What follows belongs to an exercise in optimizing a design on an open flow for small area, a short achievable clock period and few clock cycles per item; a production flow would make more cautious choices. Function was checked by simulation only, so behaviour that the tests miss may differ from the original. Power and IR drop assume default switching activity.

JK:
Design lc4_pipeline, start of the top module:
module lc4_pipeline #(
   parameter logic [15:0] RESET_PC = 16'h8200
) (
   input  wire         gwe,
   input  wire         i_rst_n,
   output logic [15:0] o_cur_pc,
   input  wire  [15:0] i_cur_insn,
   output logic [15:0] o_dmem_addr,
   output logic        o_dmem_we,
   output logic [15:0] o_dmem_towrite,
   input  wire  [15:0] i_cur_dmem_data,
   output logic [1:0]  o_trace_stall,
   output logic [15:0] o_trace_pc,
   output logic [15:0] o_trace_insn,
   output logic        o_trace_regfile_we,
   output logic [2:0]  o_trace_wsel,
   output logic [15:0] o_trace_wdata,
   output logic        o_trace_nzp_we,
   output logic [2:0]  o_trace_nzp_bits,
   output logic        o_trace_dmem_we,
   output logic [15:0] o_trace_dmem_addr,
   output logic [15:0] o_trace_dmem_data
);
   logic [15:0] pc_q;                     
   logic        go_q;                     
   logic        clr_q;                    
   logic        xv_q;                     
   logic [15:0] x_insn_q;
   logic [15:0] x_a_q, x_b_q;             
   logic        x_mul_q;                  
   logic        dep_q;                    
  ...
Size: ~2,300 cells after synthesis, roughly 320 flip-flops.
clock: 7.0 ns
lec_check: 0
abc_clock_period_in_ps: 3500
cap_margin: 20
core_margin: 2
core_utilization: 50
setup_slack_margin: 3.5
slew_margin: 20
standard.sh (not shown) runs the stock make flow with config.mk's settings and CLKGATE_MAP_FILE= SYNTH_SCRIPT=/design/flow/synth_recipe.tcl, a recipe that flattens the netlist after the stock synthesis.
==> flow/flow/run.sh <==
#!/bin/bash
# Standard layout, with each port buffered by the smallest buffer cell, and with adders and
# compressors left to abc as plain gates rather than full/half adder cells
set -euo pipefail
export BUFFER_PORTS_ARGS="-buffer_cell sky130_fd_sc_hd__buf_1"
export ADDER_MAP_FILE=
bash standard.sh > standard.log 2>&1
JK finished end to end and its layout was clean on timing, DRC and antenna.
Testbench counts of JK, summed over its fixed seeds: cycles 16,466, items 16,000.
--- input diff JK..MS ---
==> flow/flow/run.sh <==
#!/bin/bash
# Standard layout, with each port buffered by the smallest buffer cell
set -euo pipefail
export BUFFER_PORTS_ARGS="-buffer_cell sky130_fd_sc_hd__buf_1"
bash standard.sh > standard.log 2>&1
## What came out
MS finished every step from synthesis to the final layout, and the layout passed the timing, design-rule and antenna checks. JK | status: complete | timing, DRC, antenna: pass. When MS is set beside JK, its final design instance area without fill turns out to be 210 um^2 larger. The switching power in MS was lower than what JK gave. Sort JK and MS by overall power consumption, descending, and JK comes first.


Another version of the RTL of lc4_pipeline (not shown whole).
For scale: about 2800 cells after synthesis, roughly 340 flip-flops, ~170 I/O pins, roughly 20000 um2 of cells after synthesis.
Settings: LEC_CHECK=0, ABC_AREA=1, CAP_MARGIN=20, CORE_MARGIN=2, CORE_UTILIZATION=50, CTS_CLUSTER_DIAMETER=100, CTS_CLUSTER_SIZE=22, SETUP_SLACK_MARGIN=3.95, SLEW_MARGIN=20; clock period 7.0 ns.
==> flow/flow/run.sh <==
#!/bin/bash
# Standard layout, with each port buffered by the smallest buffer cell, and with adders and
# compressors left to abc as plain gates rather than full/half adder cells
set -euo pipefail
export BUFFER_PORTS_ARGS="-buffer_cell sky130_fd_sc_hd__buf_1"
export ADDER_MAP_FILE=
bash standard.sh > standard.log 2>&1
The first run passed the timing, design-rule and antenna checks.
Testbench counts at the start, summed over its fixed seeds: cycles 16,474, items 16,000.
Change:
Settings changed: SETUP_SLACK_MARGIN 3.95 to 3.8.
Outcome: Total power decreases by 2.0%. Synthesized cell count does not change. Synthesized area stays the same. Setup slack got worse by 0.098 ns. Maximum frequency falls by 3.1%. Sequential power hardly moves. Cell count came out lower by 1.5%. Die area does not change.


lc4_pipeline, a different RTL version from the one above (not shown whole).
Size: ~2200 cells after synthesis, ~170 I/O pins.
Settings: LEC_CHECK=0, ABC_CLOCK_PERIOD_IN_PS=3500, CAP_MARGIN=20, CORE_MARGIN=2, CORE_UTILIZATION=50, CTS_CLUSTER_DIAMETER=100, CTS_CLUSTER_SIZE=22, SETUP_SLACK_MARGIN=3.5, SLEW_MARGIN=20; clock period 7.0 ns.
Scripts as last shown in full above: flow/flow/run.sh
The first run went through all stages and came out clean.
Testbench counts at the start, summed over its fixed seeds: cycles 16,466, items 16,000.
Then changed:
Settings changed: ABC_AREA set to 1, ABC_CLOCK_PERIOD_IN_PS 3500 to not set.
Effect:
- die area went down slightly
- sequential power went down by a few percent
- global-route usage went up by 3.7 points
- clock-buffer cell count went up by 2
- clock power stays flat
Then changed:
Settings changed: ABC_AREA 1 to not set, ABC_CLOCK_PERIOD_IN_PS set to 2800, SETUP_SLACK_MARGIN 3.5 to 3.8.
The new run ran to the end with no violations.
Via count went down by 13%.
Global-route usage goes down by 2.6 points.
Synthesized cell count fell by 25%.
First-iteration DRC count is higher by 2.0%.
Core utilization rose by 3.4 points.
Clock power came out lower by about 5%.
Combinational power goes up by 46%.
Power is higher by 24%.
Fmax goes down by 5.1%.

## static timing again, ports no longer ideal
Ports are ideal in the flow. The routed layouts listed here were re-timed in OpenROAD.
Step 1: set_driving_cell puts a clkbuf_16 on gwe and a buf_2 on each other input, an assumption about the parent block.
Step 2 also shifts input and output timing later by t, the mid clock arrival at the registers, as if the neighbouring blocks saw the same clock.
Slacks: no drivers / after step 1 / after step 2; pairs: no drivers / after step 1.
| run | shift t [ns] | setup WS [ns] | hold slack, ns |
|---|---|---|---|
| JK | 0.589 | 3.487 / 3.489 / 2.915 | 0.324 / 0.324 / 0.324 |
| MS | 0.611 | 3.153 / 3.175 / 2.563 | 0.325 / 0.325 / 0.325 |
| the first run of note 2 | 0.615 | 3.944 / 3.888 / 3.381 | 0.329 / 0.329 / 0.329 |
| the second run of note 2 | 0.603 | 3.846 / 3.829 / 3.275 | 0.332 / 0.332 / 0.332 |
| the first run of note 3 | 0.607 | 3.493 / 3.503 / 2.896 | 0.332 / 0.332 / 0.332 |
| the second run of note 3 | 0.605 | 3.657 / 3.640 / 3.104 | 0.328 / 0.328 / 0.328 |
| the third run of note 3 | 0.605 | 3.479 / 3.488 / 2.883 | 0.333 / 0.333 / 0.333 |
After both steps setup and hold are still met in every run listed. For the first run of note 3, which loses most, drivers alone change the setup slack by +0.010 ns; drivers and shift together by -0.597 ns.
